This design comes from an exercise in tuning for small area on the open sky130 flow, not from production work.
Where RTL was checked, it was by simulation tests only, not by an equivalence proof against the original.
Power figures rest on the tool's default switching activity, not on a simulated workload.

Setup of main:
==> module timer_heap_scheduler_core, before the edit <==
module timer_heap_scheduler_core
#(
  parameter int DEPTH = ths_pkg::DEPTH_DEF
) (
  input  logic        clk,
  input  logic        rst_n,
  input  logic        start,
  output logic        busy,
  input  logic        in_operation,
  input  logic [15:0] in_delay,
  input  logic [7:0]  in_timer_id,
  output logic        out_valid,
  output logic [1:0]  out_kind,
  output logic [7:0]  out_fired_id,
  output logic [31:0] out_at_time,
  output logic        out_last
);
  localparam int PW = (DEPTH > 1) ? $clog2(DEPTH) : 1;
  logic          busy_r;      
  logic          op_r;        
  logic          dpass_r;     
  logic          f2_r;        
  logic          found_r;     
  logic          more_r;      
  logic          clr_r;       
  logic [PW-1:0] pcnt_r;      
  logic [7:0]    idr_r;       
  logic [15:0]   dreg_r;      
  logic [31:0]   t_r;         
  logic          ov_r;
  logic          dz;          
  logic [23:0]   head, wdata;
  logic [15:0]   hrel;
  logic [7:0]    hid;
  logic          hfree, hdue, id_lt;
  logic          take_req, ins, take, dec, pass_end;
  logic          found_nxt, more_nxt;
  logic [15:0]   wrel;
  logic [7:0]    wid;
  logic [31:0]   t_inc;
  logic [15:0]   hrel_dec;
  logic [PW-1:0] pcnt_inc;
  always_comb begin
    logic c;
    c = take_req && in_operation;
    for (int i = 0; i < 32; i++) begin
      t_inc[i] = t_r[i] ^ c;
      c        = c & t_r[i];
    end
    c = 1'b1;
    for (int i = 0; i < 16; i++) begin
      hrel_dec[i] = hrel[i] ^ c;
      c           = c & ~hrel[i];
    end
    c = 1'b1;
    for (int i = 0; i < PW; i++) begin
      pcnt_inc[i] = pcnt_r[i] ^ c;
      c           = c & pcnt_r[i];
    end
  end
  ths_heap_ram #(.DEPTH(DEPTH)) u_ram (
    .clk   (clk),
    .wdata (wdata),
    .head  (head)
  );
  ths_cmp u_cmp (
    .a  (hid),
    .b  (idr_r),
    .lt (id_lt)
  );
  assign hrel  = head[23:8];
  assign hid   = head[7:0];
  assign hfree = clr_r || (hrel == 16'd0);
  assign hdue  = !clr_r && (hrel == 16'd1);
  assign take_req = rst_n && start && !busy_r;
  assign ins      = busy_r && !op_r && !found_r && hfree;
  assign take     = busy_r && op_r && !dpass_r && hdue && (!found_r || id_lt);
  assign dec      = busy_r && op_r && dpass_r;
  assign pass_end = busy_r && !f2_r && (pcnt_r == PW'(DEPTH - 1));
  assign found_nxt = found_r || ins || take;
  assign more_nxt  = more_r || (busy_r && op_r && !dpass_r && hdue && found_r);
  always_comb begin
    wrel = hrel;
    if (clr_r || (take && !found_r)) begin
      wrel = 16'd0;
    end
    if (dec && hrel != 16'd0) begin
      wrel = hrel_dec;
    end
    if (ins) begin
      wrel = dreg_r;
    end
  end
  assign wid = (ins || take) ? idr_r : hid;
  assign wdata = {wrel, wid};
  always_ff @(posedge clk) begin
    if (!rst_n) begin
      busy_r <= 1'b0;
      clr_r  <= 1'b1;
      t_r    <= 32'd0;
      ov_r   <= 1'b0;
      f2_r   <= 1'b0;
    end else begin
      ov_r <= 1'b0;
      t_r  <= t_inc;
      if (take_req) begin
        busy_r <= 1'b1;
      end
      if (pass_end) begin
        clr_r <= 1'b0;
        if (!op_r) begin
          ov_r <= 1'b1;
          f2_r <= found_nxt && dz;
          if (!(found_nxt && dz)) begin
            busy_r <= 1'b0;
          end
        end else if (!dpass_r) begin
          ov_r <= found_nxt;
        end else begin
          busy_r <= 1'b0;
        end
      end
      if (f2_r) begin
        ov_r   <= 1'b1;
        busy_r <= 1'b0;
        f2_r   <= 1'b0;
      end
    end
  end
  always_ff @(posedge clk) begin
    pcnt_r  <= pcnt_inc;
    found_r <= found_nxt;
    more_r  <= more_nxt;
    if (take) begin
      idr_r <= hid;
    end
    if (pass_end && op_r) begin
      found_r <= 1'b0;
      more_r  <= 1'b0;
      if (!more_nxt) begin
        dpass_r <= 1'b1;
      end
    end
    if (take_req) begin
      op_r    <= in_operation;
      pcnt_r  <= '0;
      found_r <= 1'b0;
      more_r  <= 1'b0;
      dpass_r <= 1'b0;
      if (!in_operation) begin
        idr_r  <= in_timer_id;
        dreg_r <= in_delay;
      end
    end
  end
  assign busy         = busy_r;
  assign out_valid    = ov_r;
  assign dz = (dreg_r == 16'd0);
  assign out_kind     = (op_r || (found_r && dz && !f2_r)) ? 2'(ths_pkg::KIND_FIRE) :
                        found_r ? 2'(ths_pkg::KIND_ACCEPT) : 2'(ths_pkg::KIND_REJECT);
  assign out_fired_id = idr_r;
  assign out_at_time  = t_r;
  assign out_last     = op_r ? dpass_r : !f2_r;
endmodule
clock: 9.0 ns
lec_check: 0
cap_margin: 20
core_margin: 2
core_utilization: 60
cts_cluster_diameter: 120
cts_cluster_size: 30
slew_margin: 20
standard.sh (not shown) runs the stock make flow with config.mk's settings and CLKGATE_MAP_FILE= SYNTH_SCRIPT=/design/flow/synth_recipe.tcl, a recipe that flattens the netlist after the stock synthesis.
==> flow/flow/run.sh <==
#!/bin/bash
# Layout flow: the standard ORFS flow with two changes that leave the design and the
# measurement alone:
#  - synthesis is the standard flow's own script (synth_recipe.tcl) with ABC's combinational mapping
#    done by an area-oriented script (flow/area.abc) instead of ORFS's speed script;
#    registers, their names and cell types come out as in the standard synthesis;
#  - the port buffers are the smallest buffer cell (sky130_fd_sc_hd__buf_1); every input
#    and output port still gets its own buffer.
# Full tool output: flow_standard.log (and ORFS's per-step logs under orfs/logs).
set -euo pipefail
W=$PWD
ABC_SCRIPT=$W/flow/area.abc
cat > $W/area_synth.tcl <<EOT
proc synth {args} { yosys synth -nofsm -noshare {*}\$args }
proc abc {args} {
  set i [lsearch -exact \$args -script]
  if { \$i >= 0 } { lset args [expr {\$i + 1}] $ABC_SCRIPT }
  yosys abc {*}\$args
}
source \$::env(SCRIPTS_DIR)/synth.tcl
# left out here: clear keep_hierarchy, flatten, clean up
yosys rename -hide {w:*\$func\$*}
write_verilog -noattr -nohex -nodec \$::env(RESULTS_DIR)/1_2_yosys.v
EOT
bash standard.sh SYNTH_SCRIPT=$W/area_synth.tcl \
  "BUFFER_PORTS_ARGS=-buffer_cell sky130_fd_sc_hd__buf_1" finish > flow_standard.log 2>&1
==> flow/flow/area.abc <==
strash
&get -n
&fraig -x
&put
scorr
dc2
strash
&get -n
&dch -f
&nf -R 1000
&put
Changes in the feature branch relative to main:
--- a/flow/design.v
+++ b/flow/design.v
@@ -77,11 +77,11 @@
     c = take_req && in_operation;
     for (int i = 0; i < 32; i++) begin
       t_inc[i] = t_r[i] ^ c;
       c        = c & t_r[i];
     end
-    c = 1'b1;
+    c = dec && (hrel != 16'd0);
     for (int i = 0; i < 16; i++) begin
       hrel_dec[i] = hrel[i] ^ c;
       c           = c & ~hrel[i];
     end
     c = 1'b1;
@@ -110,16 +110,13 @@
   assign dec      = busy_r && op_r && dpass_r;
   assign pass_end = busy_r && !f2_r && (pcnt_r == PW'(DEPTH - 1));
   assign found_nxt = found_r || ins || take;
   assign more_nxt  = more_r || (busy_r && op_r && !dpass_r && hdue && found_r);
   always_comb begin
-    wrel = hrel;
+    wrel = hrel_dec;
     if (clr_r || (take && !found_r)) begin
       wrel = 16'd0;
-    end
-    if (dec && hrel != 16'd0) begin
-      wrel = hrel_dec;
     end
     if (ins) begin
       wrel = dreg_r;
     end
   end
### Flow results
- Diff main -> the feature branch: critical path depth lost about 2.7%, number of max-capacitance violations reported neither gained nor lost much, number of hold violations in the final report neither gained nor lost much, net load switching power lost 0.000019 W, post-cts resize count neither gained nor lost much.
- Sort the feature branch and main by die area, ascending, and the feature branch comes first.
- [the feature branch] worst slew margin relative to its limit rose 1.7 points relative to main
- Status: number of placed instances with taps included parity (the feature branch, main)
- The final reports for the feature branch and main show synthesized cell count lower in the former.
- The feature branch ends up with a hold slack that is 0.013 ns lower than in main.
The RTL of main was laid out without a check of its function.

==> static timing again, ports no longer ideal <==
Ports are ideal in the flow. The routed layouts listed here were re-timed in OpenROAD.
Step 1 sets driving cells, clkbuf_16 on the clock port and buf_2 on the other inputs (assumed; they add their load-dependent delay and slew).
Step 2 times the ports against the registers' clock, not the clock port: input delays grow and output delays shrink by t, the midpoint of the rising clock arrivals with the driver on.
Three values: ideal ports, drivers, drivers and shift; two values: the first two.
run	t (ns)	setup slack, ns	worst slew at a driven data input, ns
main	0.542	1.298 / 1.314 / 0.771	0.05
the feature branch	0.538	1.393 / 1.408 / 0.870	0.03
After both steps setup and hold are still met in every run listed. For main, which loses most, drivers alone change the setup slack by +0.016 ns; drivers and shift together by -0.527 ns.
